Context: an optimization exercise on an open-source flow, tuned for small area, a short achievable clock period and few clock cycles per item. The choices shown serve that exercise and are no tape-out recipe.
Only simulation tests tie the RTL to the original design; equivalence was not proved.
No activity file was given, so power comes from the tool's default toggle rates.

==> flow/design.v <==
`default_nettype none
package tbpf_pkg;
  localparam int unsigned EntryW   = 11;
  localparam int unsigned SampleW  = 8;
  localparam int unsigned IndexW   = 8;
  localparam int unsigned TotalW   = 15;
  localparam int unsigned SumW     = 22;
  localparam int unsigned WeightW  = 12;
  localparam int unsigned WsW      = WeightW + SampleW;
  localparam logic [1:0] FuncFilter = 2'd0;
  localparam logic [1:0] FuncRange  = 2'd1;
  localparam logic [1:0] FuncTap    = 2'd2;
endpackage
`default_nettype wire
`default_nettype none
module tbpf_csa #(
  parameter int unsigned W = 8
) (
  input  wire logic [W-1:0] a_i,
  input  wire logic [W-1:0] b_i,
  input  wire logic [W-1:0] c_i,
  output logic      [W-1:0] s_o,
  output logic      [W-1:0] c_o
);
  logic [W-1:0] maj;
  assign s_o = a_i ^ b_i ^ c_i;
  assign maj = (a_i & b_i) | (a_i & c_i) | (b_i & c_i);
  assign c_o = {maj[W-2:0], 1'b0};
endmodule
`default_nettype wire
`default_nettype none
module tbpf_weight_mem (
  input  wire logic                          clk_i,
  input  wire logic [15:0]                   range_whi_i,
  input  wire logic [15:0]                   range_wlo_i,
  input  wire logic                          tap_we_i,
  input  wire logic [tbpf_pkg::EntryW-1:0]   wdata_i,
  input  wire logic [15:0]                   range_rhi_i,
  input  wire logic [15:0]                   range_rlo_i,
  input  wire logic [3:0]                    tap_raddr_i,
  output logic      [4*tbpf_pkg::EntryW-1:0] range_rquad_o,
  output logic      [tbpf_pkg::EntryW-1:0]   tap_rdata_o
);
  localparam int unsigned EW = tbpf_pkg::EntryW;
  logic [256*EW-1:0] range_q;
  logic [16*EW-1:0]  tap_q;
  for (genvar i = 0; i < 256; i++) begin : g_row
    always_ff @(posedge clk_i) begin
      if (range_whi_i[i / 16] && range_wlo_i[i % 16]) begin
        range_q[i*EW +: EW] <= wdata_i;
      end
    end
  end
  for (genvar i = 0; i < 16; i++) begin : g_tap
    always_ff @(posedge clk_i) begin
      if (tap_we_i && range_wlo_i[i]) begin
        tap_q[i*EW +: EW] <= wdata_i;
      end
    end
  end
  logic [EW-1:0] grp [16];
  always_comb begin
    for (int g = 0; g < 16; g++) begin
      grp[g] = '0;
      for (int j = 0; j < 16; j++) begin
        grp[g] = grp[g] | ({EW{range_rlo_i[j]}} & range_q[(16*g + j)*EW +: EW]);
      end
    end
    for (int qd = 0; qd < 4; qd++) begin
      range_rquad_o[qd*EW +: EW] = '0;
      for (int g = 4 * qd; g < 4 * qd + 4; g++) begin
        range_rquad_o[qd*EW +: EW] = range_rquad_o[qd*EW +: EW] | ({EW{range_rhi_i[g]}} & grp[g]);
      end
    end
  end
  assign tap_rdata_o = tap_q[tap_raddr_i*EW +: EW];
endmodule
`default_nettype wire
`default_nettype none
module tbpf_div_step (
  input  wire logic        clk_i,
  input  wire logic        rst_ni,
  input  wire logic        v_i,
  input  wire logic [38:0] d_i,
  output logic             v_o,
  output logic [38:0]      d_o
);
  logic        zero;
  logic [14:0] rem, dvs;
  logic [7:0]  lq;
  assign {zero, rem, dvs, lq} = d_i;
  logic [15:0] sh;
  logic [16:0] diff;
  assign sh   = {rem, lq[7]};
  assign diff = {1'b0, sh} - {2'b00, dvs};
  always_ff @(posedge clk_i or negedge rst_ni) begin
    if (!rst_ni) v_o <= 1'b0;
    else         v_o <= v_i;
  end
  always_ff @(posedge clk_i) begin
    d_o <= {zero, diff[16] ? sh[14:0] : diff[14:0], dvs, lq[6:0], !diff[16]};
  end
endmodule
module tbpf_divider (
  input  wire logic                          clk_i,
  input  wire logic                          rst_ni,
  input  wire logic                          valid_i,
  input  wire logic [tbpf_pkg::SumW-1:0]     sum_i,
  input  wire logic [tbpf_pkg::TotalW-1:0]   total_i,
  input  wire logic                          zero_i,
  input  wire logic [7:0]                    center_i,
  output logic                               valid_o,
  output logic [7:0]                         sample_o,
  output logic                               took_o
);
  logic [8:0]      v;
  logic [9*39-1:0] d;
  assign v[0]      = valid_i;
  assign d[0 +: 39] = {zero_i, 1'b0, sum_i[21:8], total_i,
                       zero_i ? center_i : sum_i[7:0]};
  for (genvar k = 0; k < 8; k++) begin : g_step
    tbpf_div_step u_step (
      .clk_i  (clk_i),
      .rst_ni (rst_ni),
      .v_i    (v[k]),
      .d_i    (d[k*39 +: 39]),
      .v_o    (v[k+1]),
      .d_o    (d[(k+1)*39 +: 39])
    );
  end
  logic [38:0] last;
  assign last     = d[8*39 +: 39];
  assign valid_o  = v[8];
  assign took_o   = last[38];
  assign sample_o = last[38] ? last[30:23] : last[7:0];
endmodule
`default_nettype wire
`default_nettype none
module temporal_bilateral_pixel_filter #(
  parameter int unsigned FIFO_DEPTH = 6
) (
  input  wire logic        clk_i,
  input  wire logic        rst_ni,
  input  wire logic        in_valid_i,
  output logic             in_stall_o,
  input  wire logic [1:0]  in_func_i,
  input  wire logic [7:0]  in_index_i,
  input  wire logic [7:0]  in_sample_i,
  input  wire logic [7:0]  in_center_i,
  input  wire logic [10:0] in_weight_i,
  input  wire logic        in_last_i,
  output logic             out_valid_o,
  input  wire logic        out_stall_i,
  output logic [7:0]       out_sample_o,
  output logic             out_took_center_o
);
  localparam int unsigned EntryW  = tbpf_pkg::EntryW;
  localparam int unsigned TotalW  = tbpf_pkg::TotalW;
  localparam int unsigned SumW    = tbpf_pkg::SumW;
  localparam int unsigned WeightW = tbpf_pkg::WeightW;
  localparam int unsigned WsW     = tbpf_pkg::WsW;
  localparam int unsigned CntW    = $clog2(FIFO_DEPTH + 1);
  logic stall_q;
  logic accept;
  assign accept = in_valid_i && !stall_q;
  logic              a_v;
  logic [1:0]        a_func;
  logic [7:0]        a_idx, a_s, a_c;
  logic [EntryW-1:0] a_wt;
  logic              a_last;
  logic [8:0]        a_dsc;    
  logic [7:0]        a_dcs;    
  logic [15:0]       a_whi;    
  logic [15:0]       a_wlo;    
  logic              a_twe;    
  always_ff @(posedge clk_i or negedge rst_ni) begin
    if (!rst_ni) a_v <= 1'b0;
    else         a_v <= accept;
  end
  always_ff @(posedge clk_i) begin
    a_func <= in_func_i;
    a_idx  <= in_index_i;
    a_s    <= in_sample_i;
    a_c    <= in_center_i;
    a_wt   <= in_weight_i;
    a_last <= in_last_i;
    a_dsc  <= {1'b0, in_sample_i} - {1'b0, in_center_i};
    a_dcs  <= in_center_i - in_sample_i;
    a_wlo  <= 16'd1 << in_index_i[3:0];
  end
  always_ff @(posedge clk_i or negedge rst_ni) begin
    if (!rst_ni) begin
      a_whi <= '0;
      a_twe <= 1'b0;
    end else begin
      a_whi <= (accept && (in_func_i == tbpf_pkg::FuncRange)) ?
               (16'd1 << in_index_i[7:4]) : '0;
      a_twe <= accept && (in_func_i == tbpf_pkg::FuncTap) && (in_index_i[7:4] == 4'd0);
    end
  end
  logic              a_tapok, a_filt;
  logic [7:0]        diff;
  logic [4*EntryW-1:0] range_rquad;
  logic [EntryW-1:0]   tap_rdata;
  assign a_tapok  = a_idx[7:4] == 4'd0;
  assign a_filt   = a_v && (a_func == tbpf_pkg::FuncFilter);
  assign diff     = a_dsc[8] ? a_dcs : a_dsc[7:0];
  logic              b_v, b_last;
  logic [7:0]        b_s, b_c;
  logic [15:0]       b_dhi, b_dlo;
  logic [3:0]        b_idx;
  logic              b_tapok;
  always_ff @(posedge clk_i or negedge rst_ni) begin
    if (!rst_ni) b_v <= 1'b0;
    else         b_v <= a_filt;
  end
  always_ff @(posedge clk_i) begin
    b_last <= a_last;
    b_s    <= a_s;
    b_c    <= a_c;
    b_dhi  <= 16'd1 << diff[7:4];
    b_dlo  <= 16'd1 << diff[3:0];
    b_idx   <= a_idx[3:0];
    b_tapok <= a_tapok;
  end
  tbpf_weight_mem u_mem (
    .clk_i         (clk_i),
    .range_whi_i   (a_whi),
    .range_wlo_i   (a_wlo),
    .tap_we_i      (a_twe),
    .wdata_i       (a_wt),
    .range_rhi_i   (b_dhi),
    .range_rlo_i   (b_dlo),
    .tap_raddr_i   (b_idx),
    .range_rquad_o (range_rquad),
    .tap_rdata_o   (tap_rdata)
  );
  logic                c1_v, c1_last;
  logic [7:0]          c1_s, c1_c;
  logic [4*EntryW-1:0] c1_rq;
  logic [EntryW-1:0]   c1_tw;
  always_ff @(posedge clk_i or negedge rst_ni) begin
    if (!rst_ni) c1_v <= 1'b0;
    else         c1_v <= b_v;
  end
  always_ff @(posedge clk_i) begin
    c1_last <= b_last;
    c1_s    <= b_s;
    c1_c    <= b_c;
    c1_rq   <= range_rquad;
    c1_tw   <= b_tapok ? tap_rdata : '0;
  end
  logic              c_v, c_last;
  logic [7:0]        c_s, c_c;
  logic [EntryW-1:0] c_tw, c_r;
  logic [EntryW+1:0] c_tw3;
  always_ff @(posedge clk_i or negedge rst_ni) begin
    if (!rst_ni) c_v <= 1'b0;
    else         c_v <= c1_v;
  end
  always_ff @(posedge clk_i) begin
    c_last <= c1_last;
    c_s    <= c1_s;
    c_c    <= c1_c;
    c_tw   <= c1_tw;
    c_tw3  <= {2'b00, c1_tw} + {1'b0, c1_tw, 1'b0};
    c_r    <= c1_rq[0 +: EntryW] | c1_rq[EntryW +: EntryW] |
              c1_rq[2*EntryW +: EntryW] | c1_rq[3*EntryW +: EntryW];
  end
  localparam int unsigned ProdW = 2 * EntryW;
  logic [ProdW-1:0] prow [6];
  logic [ProdW-1:0] ps0, pc0, ps1, pc1, ps2, pc2, ps3, pc3;
  always_comb begin
    for (int k = 0; k < 6; k++) begin
      logic [1:0]        dig;
      logic [EntryW+1:0] m;
      dig = (k == 5) ? {1'b0, c_r[10]} : c_r[2*k +: 2];
      case (dig)
        2'd0:    m = '0;
        2'd1:    m = {2'b00, c_tw};
        2'd2:    m = {1'b0, c_tw, 1'b0};
        default: m = c_tw3;
      endcase
      prow[k] = ProdW'(m) << (2 * k);
    end
  end
  tbpf_csa #(.W(ProdW)) u_pcsa0 (.a_i(prow[0]), .b_i(prow[1]), .c_i(prow[2]), .s_o(ps0), .c_o(pc0));
  tbpf_csa #(.W(ProdW)) u_pcsa1 (.a_i(prow[3]), .b_i(prow[4]), .c_i(prow[5]), .s_o(ps1), .c_o(pc1));
  tbpf_csa #(.W(ProdW)) u_pcsa2 (.a_i(ps0),     .b_i(pc0),     .c_i(ps1),     .s_o(ps2), .c_o(pc2));
  tbpf_csa #(.W(ProdW)) u_pcsa3 (.a_i(ps2),     .b_i(pc2),     .c_i(pc1),     .s_o(ps3), .c_o(pc3));
  logic               d1_v, d1_last;
  logic [7:0]         d1_s, d1_c;
  logic [ProdW-1:0]   d1_ps, d1_pc;
  always_ff @(posedge clk_i or negedge rst_ni) begin
    if (!rst_ni) d1_v <= 1'b0;
    else         d1_v <= c_v;
  end
  always_ff @(posedge clk_i) begin
    d1_last <= c_last;
    d1_s    <= c_s;
    d1_c    <= c_c;
    d1_ps   <= ps3;
    d1_pc   <= pc3;
  end
  logic [ProdW-1:0] prod;
  assign prod = d1_ps + d1_pc;
  logic               d_v, d_last;
  logic [7:0]         d_s, d_c;
  logic [WeightW-1:0] d_w;
  always_ff @(posedge clk_i or negedge rst_ni) begin
    if (!rst_ni) d_v <= 1'b0;
    else         d_v <= d1_v;
  end
  always_ff @(posedge clk_i) begin
    d_last <= d1_last;
    d_s    <= d1_s;
    d_c    <= d1_c;
    d_w    <= prod[ProdW-1:10];
  end
  logic [WsW-1:0] qrow [8];
  logic [WsW-1:0] qs0, qc0, qs1, qc1, qs2, qc2, qs3, qc3, qs4, qc4, qs5, qc5;
  always_comb begin
    for (int k = 0; k < 8; k++) begin
      qrow[k] = d_s[k] ? (WsW'(d_w) << k) : '0;
    end
  end
  tbpf_csa #(.W(WsW)) u_qcsa0 (.a_i(qrow[0]), .b_i(qrow[1]), .c_i(qrow[2]), .s_o(qs0), .c_o(qc0));
  tbpf_csa #(.W(WsW)) u_qcsa1 (.a_i(qrow[3]), .b_i(qrow[4]), .c_i(qrow[5]), .s_o(qs1), .c_o(qc1));
  tbpf_csa #(.W(WsW)) u_qcsa2 (.a_i(qs0),     .b_i(qc0),     .c_i(qs1),     .s_o(qs2), .c_o(qc2));
  tbpf_csa #(.W(WsW)) u_qcsa3 (.a_i(qc1),     .b_i(qrow[6]), .c_i(qrow[7]), .s_o(qs3), .c_o(qc3));
  tbpf_csa #(.W(WsW)) u_qcsa4 (.a_i(qs2),     .b_i(qc2),     .c_i(qs3),     .s_o(qs4), .c_o(qc4));
  tbpf_csa #(.W(WsW)) u_qcsa5 (.a_i(qs4),     .b_i(qc4),     .c_i(qc3),     .s_o(qs5), .c_o(qc5));
  logic               e1_v, e1_last;
  logic [7:0]         e1_c;
  logic [WeightW-1:0] e1_w;
  logic [WsW-1:0]     e1_qs, e1_qc;
  always_ff @(posedge clk_i or negedge rst_ni) begin
    if (!rst_ni) e1_v <= 1'b0;
    else         e1_v <= d_v;
  end
  always_ff @(posedge clk_i) begin
    e1_last <= d_last;
    e1_c    <= d_c;
    e1_w    <= d_w;
    e1_qs   <= qs5;
    e1_qc   <= qc5;
  end
  logic               e_last;
  logic [7:0]         e_c;
  logic [WeightW-1:0] e_w;
  logic [WsW-1:0]     e_ws;
  logic [WsW-1:0]     ws;
  assign ws = e1_qs + e1_qc;
  always_ff @(posedge clk_i or negedge rst_ni) begin
    if (!rst_ni) e_last <= 1'b0;
    else         e_last <= e1_v && e1_last;
  end
  always_ff @(posedge clk_i) begin
    e_c    <= e1_c;
    e_w    <= e1_v ? e1_w : '0;
    e_ws   <= e1_v ? ws : '0;
  end
  logic [TotalW-1:0] acc_t;
  logic [SumW-1:0]   acc_s;
  logic              st_t, st_s;
  logic [TotalW:0]   add_t;
  logic [SumW:0]     add_s;
  logic              nst_t, nst_s;
  assign add_t = {1'b0, acc_t} + (TotalW + 1)'(e_w);
  assign add_s = {1'b0, acc_s} + (SumW + 1)'(e_ws);
  assign nst_t = st_t || add_t[TotalW];
  assign nst_s = st_s || add_s[SumW];
  always_ff @(posedge clk_i or negedge rst_ni) begin
    if (!rst_ni) begin
      acc_t <= '0;
      acc_s <= '0;
      st_t  <= 1'b0;
      st_s  <= 1'b0;
    end else begin
      acc_t <= e_last ? '0 : add_t[TotalW-1:0];
      acc_s <= e_last ? '0 : add_s[SumW-1:0];
      st_t  <= !e_last && nst_t;
      st_s  <= !e_last && nst_s;
    end
  end
  logic              f_v, f_zero;
  logic [TotalW-1:0] f_t;
  logic [SumW-1:0]   f_s;
  logic [7:0]        f_c;
  always_ff @(posedge clk_i or negedge rst_ni) begin
    if (!rst_ni) f_v <= 1'b0;
    else         f_v <= e_last;
  end
  always_ff @(posedge clk_i) begin
    f_t    <= nst_t ? {TotalW{1'b1}} : add_t[TotalW-1:0];
    f_s    <= nst_s ? {SumW{1'b1}} : add_s[SumW-1:0];
    f_zero <= (acc_t == '0) && !st_t && (e_w == '0);
    f_c    <= e_c;
  end
  logic       r_v, r_took;
  logic [7:0] r_sample;
  tbpf_divider u_div (
    .clk_i    (clk_i),
    .rst_ni   (rst_ni),
    .valid_i  (f_v),
    .sum_i    (f_s),
    .total_i  (f_t),
    .zero_i   (f_zero),
    .center_i (f_c),
    .valid_o  (r_v),
    .sample_o (r_sample),
    .took_o   (r_took)
  );
  localparam int unsigned FD = FIFO_DEPTH - 1;
  localparam int unsigned PW = (FD > 1) ? $clog2(FD) : 1;
  logic       out_v_q;
  logic [8:0] out_q;
  logic [8:0] fifo_q [FD];
  logic [PW-1:0] wr_q, rd_q;
  logic [CntW-1:0] fcnt_q;
  logic pop, out_free, fifo_nonempty, push, fifo_rd;
  assign pop           = out_v_q && !out_stall_i;
  assign out_free      = !out_v_q || !out_stall_i;
  assign fifo_nonempty = fcnt_q != '0;
  assign fifo_rd       = out_free && fifo_nonempty;
  assign push          = r_v && !(out_free && !fifo_nonempty);
  always_ff @(posedge clk_i or negedge rst_ni) begin
    if (!rst_ni) begin
      out_v_q <= 1'b0;
      wr_q    <= '0;
      rd_q    <= '0;
      fcnt_q  <= '0;
    end else begin
      if (out_free) begin
        out_v_q <= fifo_nonempty || r_v;
      end
      if (push) begin
        wr_q <= (wr_q == PW'(FD - 1)) ? '0 : wr_q + 1'b1;
      end
      if (fifo_rd) begin
        rd_q <= (rd_q == PW'(FD - 1)) ? '0 : rd_q + 1'b1;
      end
      fcnt_q <= fcnt_q + CntW'(push) - CntW'(fifo_rd);
    end
  end
  always_ff @(posedge clk_i) begin
    if (out_free) begin
      out_q <= fifo_nonempty ? fifo_q[rd_q] : {r_took, r_sample};
    end
    if (push) begin
      fifo_q[wr_q] <= {r_took, r_sample};
    end
  end
  assign out_valid_o       = out_v_q;
  assign out_took_center_o = out_q[8];
  assign out_sample_o      = out_q[7:0];
  logic [CntW-1:0] owed_q, owed_d;
  logic            take_last;
  assign take_last = accept && (in_func_i == tbpf_pkg::FuncFilter) && in_last_i;
  assign owed_d    = owed_q + CntW'(take_last) - CntW'(pop);
  always_ff @(posedge clk_i or negedge rst_ni) begin
    if (!rst_ni) begin
      owed_q  <= '0;
      stall_q <= 1'b0;
    end else begin
      owed_q  <= owed_d;
      stall_q <= owed_d >= CntW'(FIFO_DEPTH);
    end
  end
  assign in_stall_o = stall_q;
endmodule
`default_nettype wire
`default_nettype none
module tbpf_top (
  input  wire logic        clk_i,
  input  wire logic        rst_ni,
  input  wire logic        in_valid_i,
  output logic             in_stall_o,
  input  wire logic [1:0]  in_func_i,
  input  wire logic [7:0]  in_index_i,
  input  wire logic [7:0]  in_sample_i,
  input  wire logic [7:0]  in_center_i,
  input  wire logic [10:0] in_weight_i,
  input  wire logic        in_last_i,
  output logic             out_valid_o,
  input  wire logic        out_stall_i,
  output logic [7:0]       out_sample_o,
  output logic             out_took_center_o
);
  temporal_bilateral_pixel_filter u_filter (
    .clk_i             (clk_i),
    .rst_ni            (rst_ni),
    .in_valid_i        (in_valid_i),
    .in_stall_o        (in_stall_o),
    .in_func_i         (in_func_i),
    .in_index_i        (in_index_i),
    .in_sample_i       (in_sample_i),
    .in_center_i       (in_center_i),
    .in_weight_i       (in_weight_i),
    .in_last_i         (in_last_i),
    .out_valid_o       (out_valid_o),
    .out_stall_i       (out_stall_i),
    .out_sample_o      (out_sample_o),
    .out_took_center_o (out_took_center_o)
  );
endmodule
`default_nettype wire
==> flow/flow/run.sh <==
#!/bin/bash
# Layout flow: the standard flow, with one change: the port buffers that
# global placement inserts are sky130_fd_sc_hd__buf_4 instead of the cell
# buffer_ports picks by default (a clkdlybuf4s50_1 delay cell, which the
# footprint-matched timing repair cannot swap out). Every input and output
# port still gets its own buffer.
set -euo pipefail
cd "$(dirname "$0")/.."
# the standard synthesis, unchanged
bash standard.sh synth > synth.log 2>&1
# the rest of the standard layout
BUFFER_PORTS_ARGS="-buffer_cell sky130_fd_sc_hd__buf_4" bash standard.sh finish > layout.log 2>&1
==> flow/standard.sh <==
#!/bin/bash
# synth_recipe.tcl (not shown) runs the flow's synth.tcl, then flattens the netlist and writes it again
# the make line also repeats each setting of config.mk as NAME=value (left out here)
make -C /OpenROAD-flow-scripts/flow DESIGN_CONFIG=/design/flow/config.mk WORK_HOME=/design/flow/orfs CLKGATE_MAP_FILE= SYNTH_SCRIPT=/design/flow/synth_recipe.tcl "${@:-finish}"
==> flow/config.mk <==
export PLATFORM = sky130hd
export DESIGN_NAME = tbpf_top
export DESIGN_NICKNAME = tbpf_top
export VERILOG_FILES = /design/flow/design.v
export SDC_FILE = /design/flow/constraint.sdc
export NUM_CORES = 4
export LEC_CHECK = 0
export ABC_CLOCK_PERIOD_IN_PS = 3000
export CAP_MARGIN = 20
export CORE_MARGIN = 2
export CORE_UTILIZATION = 60
export CTS_CLUSTER_DIAMETER = 100
export CTS_CLUSTER_SIZE = 30
export SETUP_SLACK_MARGIN = 4.9
export SLEW_MARGIN = 20
==> flow/constraint.sdc <==
create_clock -name core_clock -period 8.0 [get_ports {clk_i}]
set_input_delay 1.6000 -clock core_clock [delete_from_list [all_inputs] [get_ports {clk_i}]]
set_output_delay 1.6000 -clock core_clock [all_outputs]
set_load 0.01 [all_outputs]
==> results of run 1 <==
## cells by family after synthesis
family          count (synthesis)  share of synthesized area
buf+inv                       752                     0.0200
compound gates               1993                      0.105
xor+xnor                      144                    0.00872
mux                           245                     0.0239
flops                        3891                      0.752
fa+ha+maj                     363                     0.0374
simple gates                 1395                     0.0524
## worst max-delay path: cells and delay by family (launching register included)
family | cells | cell delay, ns
AOI/OAI and AO/OA | 2 | 1.25
and+or+nand+nor | 2 | 0.52
buffers and inverters | 1 | 0.50
DFF | 1 | 0.62
## layout by cell type, fill, tap and decap left out, types with 114 or more instances in the layout
master / Yosys / routed
a221oi_1: 368 / 368
a22o_1: 392 / 392
a22oi_1: 727 / 724
and2_1: 404 / 404
buf_4: 4 / 150
clkbuf_16: 0 / 156
dfxtp_1: 758 / 707
edfxtp_1: 3046 / 3046
fa_1: 115 / 114
ha_1: 248 / 248
inv_1: 303 / 303
mux2_2: 139 / 139
nand2_1: 165 / 165
nand3_1: 226 / 226
nand4_1: 164 / 164
nor2_1: 207 / 207
o21ai_0: 226 / 222
## routing by layer
metal | vias to the layer above | share of wire | global-route usage
met2 | 4184 | 0.49 | 0.528
met5 | - | 0.00010 | 0
met1 | 41800 | 0.39 | 0.437
met3 | 577 | 0.091 | 0.0537
li1 | 34200 | - | -
met4 | 6 | 0.029 | 0.0965
## layout make-up
cell class	instances	area (um^2)
sequential	3891	109000
fill	17200	86500
multi-input combinational	4140	33000
clock buffer	240	4230
tap	3185	3990
timing repair buffer	181	1700
inverter	303	1140
antenna	113	283
clock inverter	19	263
## registers in the layout, summed over array words and instances (netlist names), 16 cells and up
name,flops
u_filter.d1_pc,17
u_filter.e_ws,20
u_filter.b_dhi,16
u_filter.b_dlo,16
u_filter.a_whi,16
u_filter.e1_qs,19
u_filter.d1_ps,17
u_filter.a_wlo,16
u_filter.f_s,22
u_filter.u_mem.range_q,2816
u_filter.acc_s,22
u_filter.u_mem.tap_q,176
u_filter.u_div.g_step.u_step.d_o,290
u_filter.c1_rq,44
u_filter.fifo_q,45
## metrics by stage
stage / hold slack [ns] / area, um^2 / setup slack [ns] / utilization
3_5_place_dp: 0.312 / 148000 / 4.45 / 0.618
4_1_cts: 0.329 / 153000 / 4.90 / 0.638
3_3_place_gp: 0.310 / 148000 / 4.47 / 0.618
2_1_floorplan: 0.310 / 145000 / 4.66 / -
6_report: 0.316 / 154000 / 4.85 / 0.640
5_1_grt: 0.329 / 153000 / 4.88 / 0.639
## what timing repair did
action,4_1_cts,5_1_grt
pin swaps,2,8
endpoints found under the hold margin,0,0
gates cloned,0,1
endpoints found under the setup margin,105,104
setup buffers,5,14
hold buffers,0,0
resized for setup,15,21
## where the power goes
| group | internal [mW] | switching (mW) | total, mW | leakage, nW |
|---|---|---|---|---|
| registers | 22.7 | 0.981 | 23.7 | 34.8 |
| logic | 3.21 | 4.22 | 7.43 | 14.5 |
| clock network | 3.78 | 6.00 | 9.78 | 2.16 |
## Yosys cell counts, types with 6 or more instances
cell | instances | area share
or4_1 | 19 | 0.00099
a21boi_0 | 11 | 0.00057
buf_2 | 7 | 0.00024
nor3_1 | 41 | 0.0014
mux2i_1 | 35 | 0.0024
mux2_2 | 139 | 0.011
o211ai_1 | 6 | 0.00031
a31oi_1 | 12 | 0.00052
nor2b_1 | 49 | 0.0021
dfrtp_1 | 87 | 0.015
a22oi_1 | 727 | 0.038
or3_1 | 9 | 0.00039
mux2_4 | 7 | 0.00073
nor4_1 | 19 | 0.00082
a221oi_1 | 368 | 0.022
a21oi_1 | 94 | 0.0033
a211oi_1 | 14 | 0.00073
o21bai_1 | 11 | 0.00057
a21o_1 | 35 | 0.0018
and2_1 | 404 | 0.017
nand2_1 | 165 | 0.0043
clkbuf_1 | 335 | 0.0087
inv_1 | 303 | 0.0079
fa_1 | 115 | 0.016
xnor2_1 | 99 | 0.0060
and3_1 | 19 | 0.00082
mux4_2 | 64 | 0.010
o21a_1 | 29 | 0.0015
nand4_1 | 164 | 0.0071
a22o_1 | 392 | 0.024
xor2_1 | 45 | 0.0027
o2111ai_1 | 6 | 0.00036
nor2_1 | 207 | 0.0054
a21boi_1 | 6 | 0.00031
o21ai_0 | 226 | 0.0078
or2_2 | 7 | 0.00030
ha_1 | 248 | 0.021
buf_1 | 99 | 0.0026
nand3_1 | 226 | 0.0078
dfxtp_1 | 758 | 0.10
edfxtp_1 | 3046 | 0.63
nand2b_1 | 38 | 0.0016
## how the worst max path moves through the flow
| stage | slack, ns | to | depth (start not counted) | start |
|---|---|---|---|---|
| floorplan | 4.66 | u_filter.fifo_q[0][0]$_DFFE_PP_ | 4 | out_stall_i |
| global placement | 4.47 | u_filter.stall_q$_DFF_PN0_ | 7 | out_stall_i |
| detailed placement | 4.45 | u_filter.fifo_q[3][1]$_DFFE_PP_ | 7 | out_stall_i |
| CTS | 4.90 | u_filter.u_div.g_step[3].u_step.d_o[30]$_DFF_P_ | 11 | u_filter.u_div.g_step[2].u_step.d_o[7]$_DFF_P_ |
| global route | 4.88 | u_filter.f_s[10]$_SDFF_PN1_ | 12 | u_filter.acc_s[0]$_DFF_PN0_ |
| finish | 4.85 | u_filter.c1_rq[16]$_DFF_P_ | 5 | u_filter.b_dlo[1]$_SDFF_PP0_ |
==> metrics.csv, run 1 <==
stage,metric,value,unit
outcome,outcome,timing/DRC/antenna clean,
routing,vias_per_cell,6.69,
routing,num_vias,80800,
cts,cts-root-buf,clkbuf_16,
routing,postRouteAntennaNets,0,
placement,hpwl,228,mm
pwr,irDropWorstVdd,0.212,mV
setup_path,max_stage_delay,0.90,ns
synth,syn-num-nets,9188,
synth,ys_seq_area_frac,0.752,
job,cap_violations,0,
cts,ctsLongestPathBuffers,3,
finish,fin_cells,12100,
finish,area_delta_synth_final,6.21,%
setup_path,cp-start-kind,flip-flop,
pwr,power,40.9,mW
cts,clkSlewWorstSetupHoldPaths,0.12,ns
timing,finalCritPeriodShare,0.394,
synth,postSynthCellCount,8783,
synth,yosys_warnings,8,
cts,cts_tree,built,
setup_path,crit_path_top_delay_cell,o21ai_0,
min_path,hold_depth,0,
pwr,p_per_area,267,mW/mm^2
die,start_util,0.602,
routing,drtIter0Drc,11300,
setup_path,path_cells,buf_4 > a221oi_1 > nand3_1 > o21ai_0 > nand4_1,
min_path,hp-start,u_filter.u_div.g_step[6].u_step.d_o[3]$_DFF_P_,
cts,numCtsBuffers,151,
setup_path,arrival,3.77,ns
synth,async_flop_share,0.0224,
synth,syn_area_per_cell,16.5,um^2
timing,hold_viol,0,
timing,fin_setup_tns,0,ns
synth,synth_edf_count,3046,
setup_path,cp_max_fo,40,
timing,fmax,318,MHz
die,die_y,495,um
synth,ys_ff_latch,3891,
grt,gr-total-overflow,0,
setup_path,cp.required,8.62,ns
die,row_count,180,
die,core,0.240,mm^2
timing,rsz0062_at_grt,false,
timing,slew_headroom,0.128,
setup_path,r2r_setup_slack,4.85,ns
grt,grt_util_all_layers,0.319,
grt,antenna_found_initial,28,
routing,drc,0,
finish,layout.nets,9073,
timing,final_max_slew_viol_count,0,
grt,grt_start_max_net_pins,198,
timing,tightest_slew,1.31,ns
setup_path,cp-end-kind,flip-flop,
cts,clock_sinks,3891,
routing,routed_wl,395,mm
grt,first_global_vias,77700,
setup_path,crit_type,flip-flop to flip-flop,
synth,syn_area,0.145,mm^2
pwr,leakage,51.5,nW
setup_path,reg2reg_depth,5,
timing,fin_skew,0.0382,ns
routing,wl_per_cell,32.7,um
timing,min_period,3.15,ns
synth,synthFlopType,edfxtp_1,
cts,htree_levels,4,
min_path,min_path_type,flip-flop to flip-flop,
setup_path,r2r_end,u_filter.c1_rq[16]$_DFF_P_,
synth,synth_cell_types,84,
min_path,hold_end,u_filter.u_div.g_step[7].u_step.d_o[4]$_DFF_P_,
die,dieArea,0.245,mm^2
die,io_pins,53,
timing,finalSetupViolations,0,
setup_path,timing.rr.start,u_filter.b_dlo[1]$_SDFF_PP0_,
die,dieWidth,495,um
finish,final_layout_size_suffix_gt1_frac,0.0765,
cts,worstSkewPairLatency,0.87,ns
routing,firstDrtPassIters,6,
grt,grt_pass1_wl,560,mm
placement,place_congestion,0.835,
placement,io_buffers,52,
placement,placedCellCount,11700,
Testbench counts, summed over its fixed seeds: cycles 20,904, pixels 2,400.
==> run 2, diff against run 1 <==
--- a/flow/design.v
+++ b/flow/design.v
@@ -81,14 +81,13 @@
   input  wire logic        clk_i,
   input  wire logic        rst_ni,
   input  wire logic        v_i,
-  input  wire logic [38:0] d_i,
+  input  wire logic [37:0] d_i,
   output logic             v_o,
-  output logic [38:0]      d_o
+  output logic [37:0]      d_o
 );
-  logic        zero;
   logic [14:0] rem, dvs;
   logic [7:0]  lq;
-  assign {zero, rem, dvs, lq} = d_i;
+  assign {rem, dvs, lq} = d_i;
   logic [15:0] sh;
   logic [16:0] diff;
   assign sh   = {rem, lq[7]};
@@ -98,7 +97,7 @@
     else         v_o <= v_i;
   end
   always_ff @(posedge clk_i) begin
-    d_o <= {zero, diff[16] ? sh[14:0] : diff[14:0], dvs, lq[6:0], !diff[16]};
+    d_o <= {diff[16] ? sh[14:0] : diff[14:0], dvs, lq[6:0], !diff[16]};
   end
 endmodule
 module tbpf_divider (
@@ -114,25 +113,24 @@
   output logic                               took_o
 );
   logic [8:0]      v;
-  logic [9*39-1:0] d;
+  logic [9*38-1:0] d;
   assign v[0]      = valid_i;
-  assign d[0 +: 39] = {zero_i, 1'b0, sum_i[21:8], total_i,
-                       zero_i ? center_i : sum_i[7:0]};
+  assign d[0 +: 38] = {1'b0, sum_i[21:8], total_i, zero_i ? center_i : sum_i[7:0]};
   for (genvar k = 0; k < 8; k++) begin : g_step
     tbpf_div_step u_step (
       .clk_i  (clk_i),
       .rst_ni (rst_ni),
       .v_i    (v[k]),
-      .d_i    (d[k*39 +: 39]),
+      .d_i    (d[k*38 +: 38]),
       .v_o    (v[k+1]),
-      .d_o    (d[(k+1)*39 +: 39])
+      .d_o    (d[(k+1)*38 +: 38])
     );
   end
-  logic [38:0] last;
-  assign last     = d[8*39 +: 39];
+  logic [37:0] last;
+  assign last     = d[8*38 +: 38];
   assign valid_o  = v[8];
-  assign took_o   = last[38];
-  assign sample_o = last[38] ? last[30:23] : last[7:0];
+  assign took_o   = last[22:8] == '0;
+  assign sample_o = took_o ? last[30:23] : last[7:0];
 endmodule
 `default_nettype wire
 `default_nettype none
--- a/flow/config.mk
+++ b/flow/config.mk
@@ -11,5 +11,5 @@
 export CORE_UTILIZATION = 60
 export CTS_CLUSTER_DIAMETER = 100
 export CTS_CLUSTER_SIZE = 30
-export SETUP_SLACK_MARGIN = 4.9
+export SETUP_SLACK_MARGIN = 5.0
 export SLEW_MARGIN = 20
==> run 2 against run 1 <==
  * Critical path type unchanged
  * Utilization about the same
  * Clock power about the same
  * Global-route usage decreased by 0.19 points
  * Fmax decreased by 1.2%
  * Combinational power increased by 11%
  * Die area increased by 0.35%
  * Sequential cell count increased by 7
  * Largest cell class unchanged
  * Via count increased by 0.38%
  * Cell area increased by 0.25%
  * Critical endpoint is now u_filter.c1_rq[0]$_DFF_P_
  * Sequential power increased by 2%
  * Critical path depth increased by 1
  * Synthesized area increased by 0.35%
==> metrics.csv, run 2 <==
stage,metric,value,unit
synth,syn-num-nets,9350,
setup_path,max_stage_delay,0.95,ns
synth,async_flop_share,0.0223,
grt,grt_start_max_net_pins,177,
timing,rsz0062_at_grt,true,
finish,largest_reg_flops,2816,
setup_path,timing.rr.start,u_filter.b_dlo[4]$_SDFF_PP0_,
finish,layout.nets,9219,
pwr,switching_power,11.8,mW
finish,largest_register,u_filter.u_mem.range_q,
synth,netlist_top_cells_count,"edfxtp_1, a22oi_1, dfxtp_1",
cts,clkSlewWorstSetupHoldPaths,0.11,ns
setup_path,crit_path_top_delay_cell,o21ai_0,
finish,area_delta_synth_final,6.10,%
cts,worstSkewPairLatency,0.89,ns
timing,fmax,314,MHz
finish,final_layout_size_suffix_gt1_frac,0.0723,
die,core,0.241,mm^2
grt,grt_util_all_layers,0.317,
setup_path,cp-end-kind,flip-flop,
die,dieArea,0.246,mm^2
routing,routed_wl,392,mm
routing,wl_per_cell,32.2,um
synth,synth_edf_count,3046,
timing,finalCritPeriodShare,0.398,
placement,placedCellCount,11800,
setup_path,startpoint,u_filter.b_dlo[4]$_SDFF_PP0_,
timing,holdWs,0.328,ns
routing,num_vias,81100,
routing,postRouteAntennaNets,0,
synth,ys_ff_latch,3898,
setup_path,arrival,3.91,ns
synth,syn_area,0.145,mm^2
job,cap_violations,0,
timing,fin_setup_tns,0,ns
die,die_y,496,um
synth,syn_area_per_cell,16.2,um^2
pwr,leakage,51.3,nW
timing,fin_skew,0.0331,ns
synth,synth_top_area_frac,0.630,
timing,tightest_slew,1.29,ns
die,io_pins,53,
cts,clock_sinks,3898,
finish,fin_cells,12200,
timing,slew_headroom,0.137,
pwr,swShare,0.279,
placement,hpwl,230,mm
cts,cts-root-buf,clkbuf_16,
placement,placed_area,0.149,mm^2
routing,drtIter0Drc,11600,
pwr,irDropWorstVdd,0.261,mV
synth,ys_seq_area_frac,0.751,
synth,synthFlopType,edfxtp_1,
setup_path,crit_type,flip-flop to flip-flop,
placement,place_congestion,0.848,
finish,fillers,17200,
setup_path,cp_max_fo,75,
grt,grt_pass1_wl,560,mm
setup_path,cp.required,8.73,ns
die,start_util,0.603,
synth,synth_top_area_cell,edfxtp_1,
setup_path,setup.worst_path.end,u_filter.c1_rq[0]$_DFF_P_,
outcome,outcome,timing/DRC/antenna clean,
grt,antenna_found_initial,24,
cts,ctsLongestPathBuffers,3,
synth,postSynthCellCount,8945,
pwr,p_clk_frac,0.232,
timing,final_max_slew_viol_count,0,
cts,cts_tree,built,
synth,synth.most_common_cell,edfxtp_1,
setup_path,r2r_setup_slack,4.81,ns
synth,synthTopCellsByArea,"edfxtp_1, dfxtp_1, a22oi_1",
grt,gr-total-overflow,0,
pwr,p_per_area,273,mW/mm^2
die,row_count,180,
pwr,internal_power,30.3,mW
routing,drc,0,
timing,min_period,3.19,ns
synth,synth_cell_types,89,
timing,finalSetupViolations,0,
placement,io_buffers,52,
cts,numCtsBuffers,149,
die,dieWidth,496,um
finish,final_cell_mix,"edfxtp_1, a22oi_1, dfxtp_1, and2_1, inv_1",
finish,fin_area,0.154,mm^2
setup_path,crit_top_cell,nand4_1,
pwr,combPwrFrac,0.196,
setup_path,cp-start-kind,flip-flop,
setup_path,r2r_end,u_filter.c1_rq[0]$_DFF_P_,
grt,first_global_vias,78200,
routing,firstDrtPassIters,6,
finish,final_util,0.640,
pwr,pwr-share-seq,0.572,
setup_path,path_cells,buf_12 > buf_6 > a22oi_1 > nand4_1 > o21ai_0 > nand4_1,
min_path,min_path_type,flip-flop to flip-flop,
finish,layout_commonest_cell,edfxtp_1,
setup_path,reg2reg_depth,6,
synth,yosys_warnings,8,
cts,htree_levels,4,
finish,reg_top3,"u_filter.u_mem.range_q (2816), u_filter.u_div.g_step.u_step.d_o (297), u_filter.u_mem.tap_q (176)",
cts,hold_buffers,0,
timing,hold_viol,0,
routing,vias_per_cell,6.65,
-- run 2: kinds of logic after synthesis --
logic type | after synthesis | share of synthesized area
buffers and inverters | 763 | 0.0201
AO/OA/AOI/OAI | 2052 | 0.104
XOR/XNOR | 142 | 0.00857
AND/OR/NAND/NOR | 1479 | 0.0550
adder cells (fa/ha/maj) | 363 | 0.0372
multiplexers | 248 | 0.0240
flip-flops | 3898 | 0.751
-- run 2: layout make-up --
cell class	count	area, um^2	share of cell area
Tap cell	3185	3990	0.0259
Multi-Input combinational cell	4284	33400	0.217
Clock inverter	15	181	0.00118
Antenna cell	69	173	0.00112
Timing Repair Buffer	168	1670	0.0109
Clock buffer	260	4310	0.0280
Sequential cell	3898	109000	0.709
Inverter	313	1170	0.00763
-- run 2: timing repair --
item	4_1_cts	5_1_grt
setup buffers	1	9
gates resized for setup	31	25
endpoints found under the setup margin	106	207
hold endpoints to repair	0	0
pin swaps	0	5
-- run 2: worst min path at each step --
stage,endpoint,from,cells after the start,slack (ns)
2_1_floorplan,u_filter.b_c[0]$_DFF_P_,u_filter.a_c[0]$_DFF_P_,0,0.31
4_1_cts,u_filter.d1_c[1]$_DFF_P_,u_filter.c_c[1]$_DFF_P_,0,0.31
3_5_place_dp,u_filter.c1_s[6]$_DFF_P_,u_filter.b_s[6]$_DFF_P_,0,0.31
5_1_grt,u_filter.d1_c[3]$_DFF_P_,u_filter.c_c[3]$_DFF_P_,0,0.32
3_3_place_gp,u_filter.d_s[6]$_DFF_P_,u_filter.d1_s[6]$_DFF_P_,0,0.31
6_report,u_filter.d1_c[1]$_DFF_P_,u_filter.c_c[1]$_DFF_P_,0,0.33
-- run 2: power by group through the flow --
stage | clock network [mW] | logic, mW | registers [mW]
after global placement | 0 | 7.87 | 24.6
after floorplan | 0 | 5.98 | 23.9
after detailed placement | 0 | 8.01 | 24.6
final | 9.76 | 8.25 | 24.1
after CTS | 9.86 | 8.12 | 24.1
after global routing | 10.5 | 9.11 | 24.2
-- run 2: stage by stage --
step	worst slack, ns	power [mW]
4_1_cts	4.86	42.1
3_3_place_gp	4.19	32.4
3_5_place_dp	4.18	32.6
6_report	4.81	42.1
2_1_floorplan	4.74	29.9
5_1_grt	4.87	43.8
-- run 2: critical path, delay by kind of cell, from the launching register on --
kind | cells | cell delay, ns
flip-flops | 1 | 0.48
AND/OR/NAND/NOR | 2 | 0.44
AO/OA/AOI/OAI | 2 | 1.18
buffers and inverters | 2 | 0.68
-- run 2: routing by layer --
| metal | global-route usage | vias to the layer above | part of all wire |
|---|---|---|---|
| li1 | - | 34600 | - |
| met1 | 0.445 | 41900 | 0.40 |
| met2 | 0.513 | 4038 | 0.48 |
| met3 | 0.0486 | 527 | 0.088 |
| met4 | 0.106 | 6 | 0.033 |
| met5 | 0 | - | 0.000099 |
Testbench counts of run 2, summed over its fixed seeds: cycles 20,904, pixels 2,400.
==> run 3, diff against run 2 <==
--- a/flow/design.v
+++ b/flow/design.v
@@ -409,19 +409,20 @@
     .sample_o (r_sample),
     .took_o   (r_took)
   );
-  localparam int unsigned FD = FIFO_DEPTH - 1;
-  localparam int unsigned PW = (FD > 1) ? $clog2(FD) : 1;
-  logic       out_v_q;
-  logic [8:0] out_q;
-  logic [8:0] fifo_q [FD];
-  logic [PW-1:0] wr_q, rd_q;
+  localparam int unsigned FD = FIFO_DEPTH;
+  localparam int unsigned PW = $clog2(FD);
+  logic          out_v_q;
+  logic [8:0]    out_q;
+  logic [8:0]    fifo_q [FD];
+  logic [PW-1:0] wr_q, rd_q, rd_inc;
   logic [CntW-1:0] fcnt_q;
-  logic pop, out_free, fifo_nonempty, push, fifo_rd;
-  assign pop           = out_v_q && !out_stall_i;
-  assign out_free      = !out_v_q || !out_stall_i;
-  assign fifo_nonempty = fcnt_q != '0;
-  assign fifo_rd       = out_free && fifo_nonempty;
-  assign push          = r_v && !(out_free && !fifo_nonempty);
+  logic          pop;
+  logic [8:0]    r_data, val_same, val_next;
+  assign r_data   = {r_took, r_sample};
+  assign pop      = out_v_q && !out_stall_i;
+  assign rd_inc   = (rd_q == PW'(FD - 1)) ? '0 : rd_q + 1'b1;
+  assign val_same = (r_v && (fcnt_q == CntW'(0))) ? r_data : fifo_q[rd_q];
+  assign val_next = (r_v && (fcnt_q == CntW'(1))) ? r_data : fifo_q[rd_inc];
   always_ff @(posedge clk_i or negedge rst_ni) begin
     if (!rst_ni) begin
       out_v_q <= 1'b0;
@@ -429,24 +430,20 @@
       rd_q    <= '0;
       fcnt_q  <= '0;
     end else begin
-      if (out_free) begin
-        out_v_q <= fifo_nonempty || r_v;
-      end
-      if (push) begin
+      out_v_q <= pop ? ((fcnt_q > CntW'(1)) || r_v) : ((fcnt_q != '0) || r_v);
+      if (r_v) begin
         wr_q <= (wr_q == PW'(FD - 1)) ? '0 : wr_q + 1'b1;
       end
-      if (fifo_rd) begin
-        rd_q <= (rd_q == PW'(FD - 1)) ? '0 : rd_q + 1'b1;
+      if (pop) begin
+        rd_q <= rd_inc;
       end
-      fcnt_q <= fcnt_q + CntW'(push) - CntW'(fifo_rd);
+      fcnt_q <= fcnt_q + CntW'(r_v) - CntW'(pop);
     end
   end
   always_ff @(posedge clk_i) begin
-    if (out_free) begin
-      out_q <= fifo_nonempty ? fifo_q[rd_q] : {r_took, r_sample};
-    end
-    if (push) begin
-      fifo_q[wr_q] <= {r_took, r_sample};
+    out_q <= pop ? val_next : val_same;
+    if (r_v) begin
+      fifo_q[wr_q] <= r_data;
     end
   end
   assign out_valid_o       = out_v_q;
==> run 3 against run 2 <==
  * Still clean
  * Cell area grew 0.54%
  * Global-route usage decreased by 0.084 points
  * Fmax increased by 6.0%
  * Critical path depth unchanged
  * Power increased by 1.1%
  * Sequential power is essentially flat
  * Clock power is 0.7% higher
  * Clock skew is 0.0033 ns higher
  * Worst setup slack gained 0.18 ns
  * Non-clock buffer count increased by 23
==> metrics.csv, run 3 <==
stage,metric,value,unit
finish,multiInputGateArea,0.0338,mm^2
grt,groute.layer.met1.usage,0.449,
routing,num_vias,81800,
timing,setup_ws,4.99,ns
synth,syn-num-nets,9279,
timing,finalCritPeriodShare,0.376,
placement,hpwl,227,mm
die,start_util,0.604,
pwr,switching_power,12.2,mW
pwr,p_clk_frac,0.231,
cts,cts-root-buf,clkbuf_16,
routing,wl_per_cell,32.6,um
timing,min_period,3.01,ns
grt,first_global_vias,78200,
pwr,pwr-share-seq,0.565,
grt,grt_pass1_wl,559,mm
finish,layout_commonest_cell,edfxtp_1,
setup_path,cp.required,8.67,ns
pwr,p_per_area,275,mW/mm^2
grt,met3_usage,0.0536,
setup_path,cp_max_fo,92,
timing,fmax,332,MHz
synth,netlist_top_cells_count,"edfxtp_1, dfxtp_1, a22o_1",
setup_path,arrival,3.68,ns
finish,largest_reg_flops,2816,
placement,io_buffers,52,
synth,synthTopCellsByArea,"edfxtp_1, dfxtp_1, a22o_1",
placement,post-place-ws,4.50,ns
cts,htree_levels,4,
finish,final_util,0.643,
timing,hold_viol,0,
cts,clock_sinks,3907,
routing,postRouteAntennaNets,0,
setup_path,startpoint,u_filter.b_dlo[12]$_SDFF_PN0_,
routing,drc,0,
outcome,outcome,timing/DRC/antenna clean,
synth,yosys_warnings,8,
pwr,internal_power,30.4,mW
synth,synth_top_area_frac,0.629,
die,dieWidth,496,um
finish,final_layout_size_suffix_gt1_frac,0.0760,
cts,numCtsBuffers,151,
timing,holdWs,0.334,ns
pwr,irDropWorstVdd,0.220,mV
die,die_y,496,um
grt,grt_util_all_layers,0.316,
synth,synth_cell_types,83,
finish,layout.nets,9161,
synth,syn_area_per_cell,16.4,um^2
finish,final_cell_mix,"edfxtp_1, dfxtp_1, a22o_1, a22oi_1, a221oi_1",
timing,fin_setup_tns,0,ns
finish,reg_top3,"u_filter.u_mem.range_q (2816), u_filter.u_div.g_step.u_step.d_o (297), u_filter.u_mem.tap_q (176)",
grt,antenna_found_initial,31,
pwr,leakage,52.0,nW
finish,fillers,17000,
synth,async_flop_share,0.0223,
timing,slew_headroom,0.218,
setup_path,cp-start-kind,flip-flop,
synth,synth_edf_count,3046,
routing,vias_per_cell,6.73,
timing,finalSetupViolations,0,
timing,final_max_slew_viol_count,0,
pwr,power,42.6,mW
setup_path,timing.rr.start,u_filter.b_dlo[12]$_SDFF_PN0_,
finish,regArea,0.109,mm^2
setup_path,crit_type,flip-flop to flip-flop,
synth,ys_ff_latch,3907,
routing,firstDrtPassIters,6,
pwr,swShare,0.286,
finish,area_delta_synth_final,6.38,%
cts,cts_tree,built,
grt,gr-total-overflow,0,
die,row_count,180,
synth,postSynthCellCount,8877,
synth,synth_top_area_cell,edfxtp_1,
synth,syn_area,0.146,mm^2
cts,worstSkewPairLatency,0.86,ns
synth,synthFlopType,edfxtp_1,
synth,synth.most_common_cell,edfxtp_1,
pwr,combPwrFrac,0.204,
cts,ctsLongestPathBuffers,3,
min_path,hp-start,u_filter.d1_s[1]$_DFF_P_,
min_path,min_path_type,flip-flop to flip-flop,
die,core,0.241,mm^2
timing,fin_skew,0.0364,ns
timing,rsz0062_at_grt,true,
setup_path,cp-end-kind,flip-flop,
placement,place_congestion,0.849,
job,cap_violations,0,
routing,routed_wl,396,mm
grt,busiest_layer,met2,
grt,met2_usage,0.505,
synth,ys_seq_area_frac,0.750,
routing,drtIter0Drc,11300,
cts,clkSlewWorstSetupHoldPaths,0.11,ns
die,io_pins,53,
timing,tightest_slew,1.17,ns
finish,largest_register,u_filter.u_mem.range_q,
die,dieArea,0.246,mm^2
grt,grt_start_max_net_pins,189,
## run 3: changes by cell type after synthesis, sizes merged, moves of 11 or more
cell	before	now
a21oi	105	125
a221oi	182	487
a22o	210	515
a22oi	1069	506
buf	77	109
clkbuf	373	358
mux2	142	97
nand3	211	196
nand4	233	141
nor3	62	43
o21ai	276	232
o31ai	3	18
xnor2	103	90
xor2	39	50
## run 3: logic make-up after synthesis
family                   count (synthesis)  share of synthesized area
flip-flops                            3907                      0.750
AO/OA/AOI/OAI                         2104                      0.112
AND/OR/NAND/NOR                       1384                     0.0509
buffers and inverters                  770                     0.0201
adder cells (fa/ha/maj)                360                     0.0369
multiplexers                           212                     0.0218
XOR/XNOR                               140                    0.00843
## run 3: cell type report
class / instances / share of cell area
diodes: 81 / 0.00131
clock buffers: 255 / 0.0279
clock inverters: 20 / 0.00150
inverters: 303 / 0.00735
multi-input cells: 4205 / 0.218
flip-flops and latches: 3907 / 0.706
well taps: 3185 / 0.0257
repair buffers: 191 / 0.0117
## run 3: metal layers
metal	part of all wire	routed length, um
met1	0.40	157000
met2	0.48	189000
met3	0.096	38100
met4	0.030	11700
met5	0.00025	97
## run 3: final timing paths
check | slack, ns | to | cells after the start
max in group asynchronous | 6.06 | u_filter.a_v$_DFF_PN0_ | 2
worst min-delay path | 0.33 | u_filter.d_s[1]$_DFF_P_ | 0
worst min register to register | 0.33 | u_filter.d_s[1]$_DFF_P_ | 0
min in group asynchronous | 0.69 | u_filter.out_v_q$_DFF_PN0_ | 1
worst max register to register | 4.99 | u_filter.c1_rq[23]$_DFF_P_ | 6
worst max-delay path | 4.99 | u_filter.c1_rq[23]$_DFF_P_ | 6
## run 3: stage by stage
stage	cell area (um^2)	cells
finish	155000	12100
global route	155000	12100
CTS	154000	12000
detailed placement	149000	11800
global placement	149000	11800
floorplan	146000	8877
## run 3: critical path, cell delays in order (launching register included)
cell and delay (ns):
dfxtp_4 0.54, buf_12 0.33, a22o_1 0.31, a221oi_1 0.46, nand3_1 0.22, o21ai_0 0.61, nand3_1 0.27
## run 3: power groups by stage
stage	Combinational [mW]	Clock, mW	Sequential, mW
5_1_grt	9.50	10.5	24.2
6_report	8.69	9.83	24.0
3_3_place_gp	8.06	0	24.5
2_1_floorplan	5.90	0	23.9
4_1_cts	8.44	9.91	24.0
3_5_place_dp	8.26	0	24.5
## run 3: repair_timing
item	in CTS	in global routing
pin swaps	3	13
setup endpoints to repair	134	148
hold buffers	0	0
gates cloned	4	4
buffers inserted	3	16
resized for setup	30	38
Testbench counts of run 3, summed over its fixed seeds: cycles 20,904, pixels 2,400.
==> run 4, diff against run 3 <==
--- a/flow/config.mk
+++ b/flow/config.mk
@@ -8,8 +8,9 @@
 export ABC_CLOCK_PERIOD_IN_PS = 3000
 export CAP_MARGIN = 20
 export CORE_MARGIN = 2
-export CORE_UTILIZATION = 60
+export CORE_UTILIZATION = 65
 export CTS_CLUSTER_DIAMETER = 100
 export CTS_CLUSTER_SIZE = 30
+export PLACE_DENSITY = 0.7
 export SETUP_SLACK_MARGIN = 5.0
 export SLEW_MARGIN = 20
==> run 4 against run 3 <==
  * The layout now fails its checks (antenna violations)
  * Fmax fell by 0.47%
  * Count of clock-buffer cells in the layout rose by 9
  * Synthesized area did not move
  * Sequential power barely moved
  * Routed wire length fell by 3.6%
  * Die area fell by 7.6%
  * Cell area fell by 0.49%
  * Combinational power fell by 2%
  * Register-to-register slack barely moved
  * Hold slack got worse by 0.0033 ns
  * Worst setup slack got worse by 0.014 ns
  * Power fell by 0.33%
  * Largest cell class unchanged
  * Highest routed layer unchanged
==> metrics.csv, run 4 <==
stage,metric,value,unit
outcome,outcome,failed layout checks,
outcome,so_faults,antenna violations,
die,dieArea,0.228,mm^2
routing,wl_per_cell,32.1,um
grt,first_global_vias,79100,
routing,drtIter0Drc,12300,
finish,final_cell_mix,"edfxtp_1, dfxtp_1, a22o_1, a22oi_1, a221oi_1",
placement,hpwl,217,mm
setup_path,cp-end-kind,flip-flop,
synth,synth.most_common_cell,edfxtp_1,
cts,clkSlewWorstSetupHoldPaths,0.11,ns
die,die_y,477,um
synth,syn_area,0.146,mm^2
routing,postRouteAntennaNets,1,
die,dieWidth,477,um
synth,ys_seq_area_frac,0.750,
finish,multiInputGateArea,0.0337,mm^2
die,io_pins,53,
timing,final_max_slew_viol_count,0,
pwr,p_per_area,275,mW/mm^2
grt,antenna_found_initial,33,
timing,tightest_slew,1.27,ns
pwr,power,42.4,mW
cts,numCtsBuffers,150,
finish,final_layout_size_suffix_gt1_frac,0.0704,
finish,largest_register,u_filter.u_mem.range_q,
finish,fillers,14500,
timing,finalCritPeriodShare,0.378,
synth,synth_top_area_frac,0.629,
grt,grt_start_max_net_pins,249,
setup_path,cp.required,8.76,ns
synth,synth_cell_types,83,
grt,grt_pass1_wl,546,mm
synth,postSynthCellCount,8877,
timing,rsz0062_at_grt,true,
finish,layout_commonest_cell,edfxtp_1,
cts,clock_sinks,3907,
synth,syn_area_per_cell,16.4,um^2
die,core,0.222,mm^2
timing,finalSetupViolations,0,
timing,fin_setup_tns,0,ns
placement,place_congestion,0.855,
placement,placedCellCount,11500,
routing,vias_per_cell,6.94,
synth,yosys_warnings,8,
min_path,min_path_type,flip-flop to flip-flop,
routing,num_vias,82400,
synth,ys_ff_latch,3907,
timing,fin_skew,0.0600,ns
setup_path,cp-start-kind,flip-flop,
cts,cts-root-buf,clkbuf_16,
job,cap_violations,0,
finish,regArea,0.109,mm^2
timing,min_period,3.02,ns
die,start_util,0.655,
synth,async_flop_share,0.0223,
synth,synth_top_area_cell,edfxtp_1,
cts,hold_buffers,0,
finish,layout.nets,9124,
finish,largest_reg_flops,2816,
setup_path,cp_max_fo,89,
setup_path,crit_type,flip-flop to flip-flop,
synth,syn-num-nets,9279,
synth,netlist_top_cells_count,"edfxtp_1, dfxtp_1, a22o_1",
grt,grt_util_all_layers,0.330,
routing,drc,0,
synth,synthTopCellsByArea,"edfxtp_1, dfxtp_1, a22o_1",
timing,slew_headroom,0.152,
synth,synth_edf_count,3046,
routing,routed_wl,382,mm
cts,ctsLongestPathBuffers,3,
pwr,leakage,51.7,nW
setup_path,arrival,3.78,ns
grt,gr-total-overflow,0,
placement,io_buffers,52,
finish,fin_cells,11900,
cts,htree_levels,4,
routing,firstDrtPassIters,7,
timing,hold_viol,0,
finish,area_delta_synth_final,5.86,%
pwr,irDropWorstVdd,0.220,mV
timing,fmax,331,MHz
cts,worstSkewPairLatency,0.90,ns
die,row_count,173,
finish,reg_top3,"u_filter.u_mem.range_q (2816), u_filter.u_div.g_step.u_step.d_o (297), u_filter.u_mem.tap_q (176)",
synth,synthFlopType,edfxtp_1,
cts,cts_tree,built,
## run 4: cell counts after synthesis
No cell type changed its count.
## run 4: power breakdown
| part | internal, mW | switching, mW |
|---|---|---|
| clock network | 3.84 | 5.95 |
| registers | 23.0 | 1.08 |
| logic | 3.54 | 5.00 |
## run 4: timing repair
item,CTS,global route
endpoints found under the setup margin,139,132
gates resized for setup,25,39
pin swaps,1,9
buffers inserted,4,9
hold endpoints to repair,0,0
cloned,0,4
## run 4: cell type report
class	count	area share
clock inverters	13	0.00142
multi-input cells	4202	0.219
well taps	2975	0.0242
diodes	49	0.000796
flip-flops and latches	3907	0.709
inverters	303	0.00738
clock buffers	264	0.0282
repair buffers	158	0.00967
## run 4: kinds of logic after synthesis
group | count (synthesis) | synth area share
buf+inv | 770 | 0.0201
compound gates | 2104 | 0.112
mux | 212 | 0.0218
xor+xnor | 140 | 0.00843
simple gates | 1384 | 0.0509
fa+ha+maj | 360 | 0.0369
flops | 3907 | 0.750
## run 4: routing by layer
metal,vias to the layer above,share of wire,GRT usage
met2,5012,0.48,0.531
li1,34500,-,-
met5,-,0.00024,0
met4,14,0.035,0.115
met1,42100,0.38,0.458
met3,718,0.11,0.0608
## run 4: worst paths after layout
check / from / to / slack, ns / depth (start not counted)
setup / recovery: u_filter.b_dlo[6]$_SDFF_PP0_ / u_filter.c1_rq[20]$_DFF_P_ / 4.98 / 7
hold reg to reg: u_filter.u_div.g_step[5].u_step.d_o[1]$_DFF_P_ / u_filter.u_div.g_step[6].u_step.d_o[2]$_DFF_P_ / 0.33 / 0
setup reg to reg: u_filter.b_dlo[6]$_SDFF_PP0_ / u_filter.c1_rq[20]$_DFF_P_ / 4.98 / 7
max in group asynchronous: rst_ni / u_filter.acc_t[10]$_DFF_PN0_ / 6.13 / 2
hold / removal: u_filter.u_div.g_step[5].u_step.d_o[1]$_DFF_P_ / u_filter.u_div.g_step[6].u_step.d_o[2]$_DFF_P_ / 0.33 / 0
min in group asynchronous: rst_ni / u_filter.rd_q[2]$_DFFE_PN0P_ / 0.69 / 1
## run 4: critical path: stages, from the launching register on
cell and delay [ns]:
dfxtp_4 0.51, buf_12 0.28, buf_4 0.43, a22o_1 0.25, a221oi_1 0.25, nand4_1 0.40
a22oi_2 0.41, nand3_1 0.12
## run 4: metrics by stage
step                hold slack [ns]   util  instance area [um^2]  setup WS [ns]
floorplan                     0.310      -                146000           4.80
finish                        0.330  0.693                154000           4.98
global placement              0.311  0.670                149000           4.47
global route                  0.334  0.692                154000           4.95
detailed placement            0.312  0.670                149000           4.47
CTS                           0.333  0.691                154000           4.94

separate check: timing with driven ports:
The results above use ideal ports. As a check the final layouts listed here were re-extracted and re-timed, cells and wires unchanged.
Step 1: set_driving_cell puts a clkbuf_16 on clk_i and a buf_2 on each other input, an assumption about the parent block.
Step 2 moves the port delays by t, midway between the first and last clock arrival at a register: inputs arrive t later, outputs are due t later. That takes back most of the time a late clock gives input paths.
a / b / c = ideal / step 1 / step 2; a / b = the first two.
run | t (ns) | setup slack, ns | worst setup path at the end | clock arrival spread, ns
run 1 | 0.938 | 4.851 / 4.851 / 4.507 | input to register | 0.047 / 0.047
run 2 | 0.974 | 4.812 / 4.812 / 4.165 | input to register | 0.044 / 0.043
run 3 | 0.950 | 4.991 / 4.896 / 4.491 | input to register | 0.048 / 0.047
run 4 | 0.982 | 4.977 / 4.891 / 4.460 | input to register | 0.064 / 0.064
The setup slack of run 2, which loses most, moves by 0.000 ns with the drivers and by -0.647 ns with both steps.
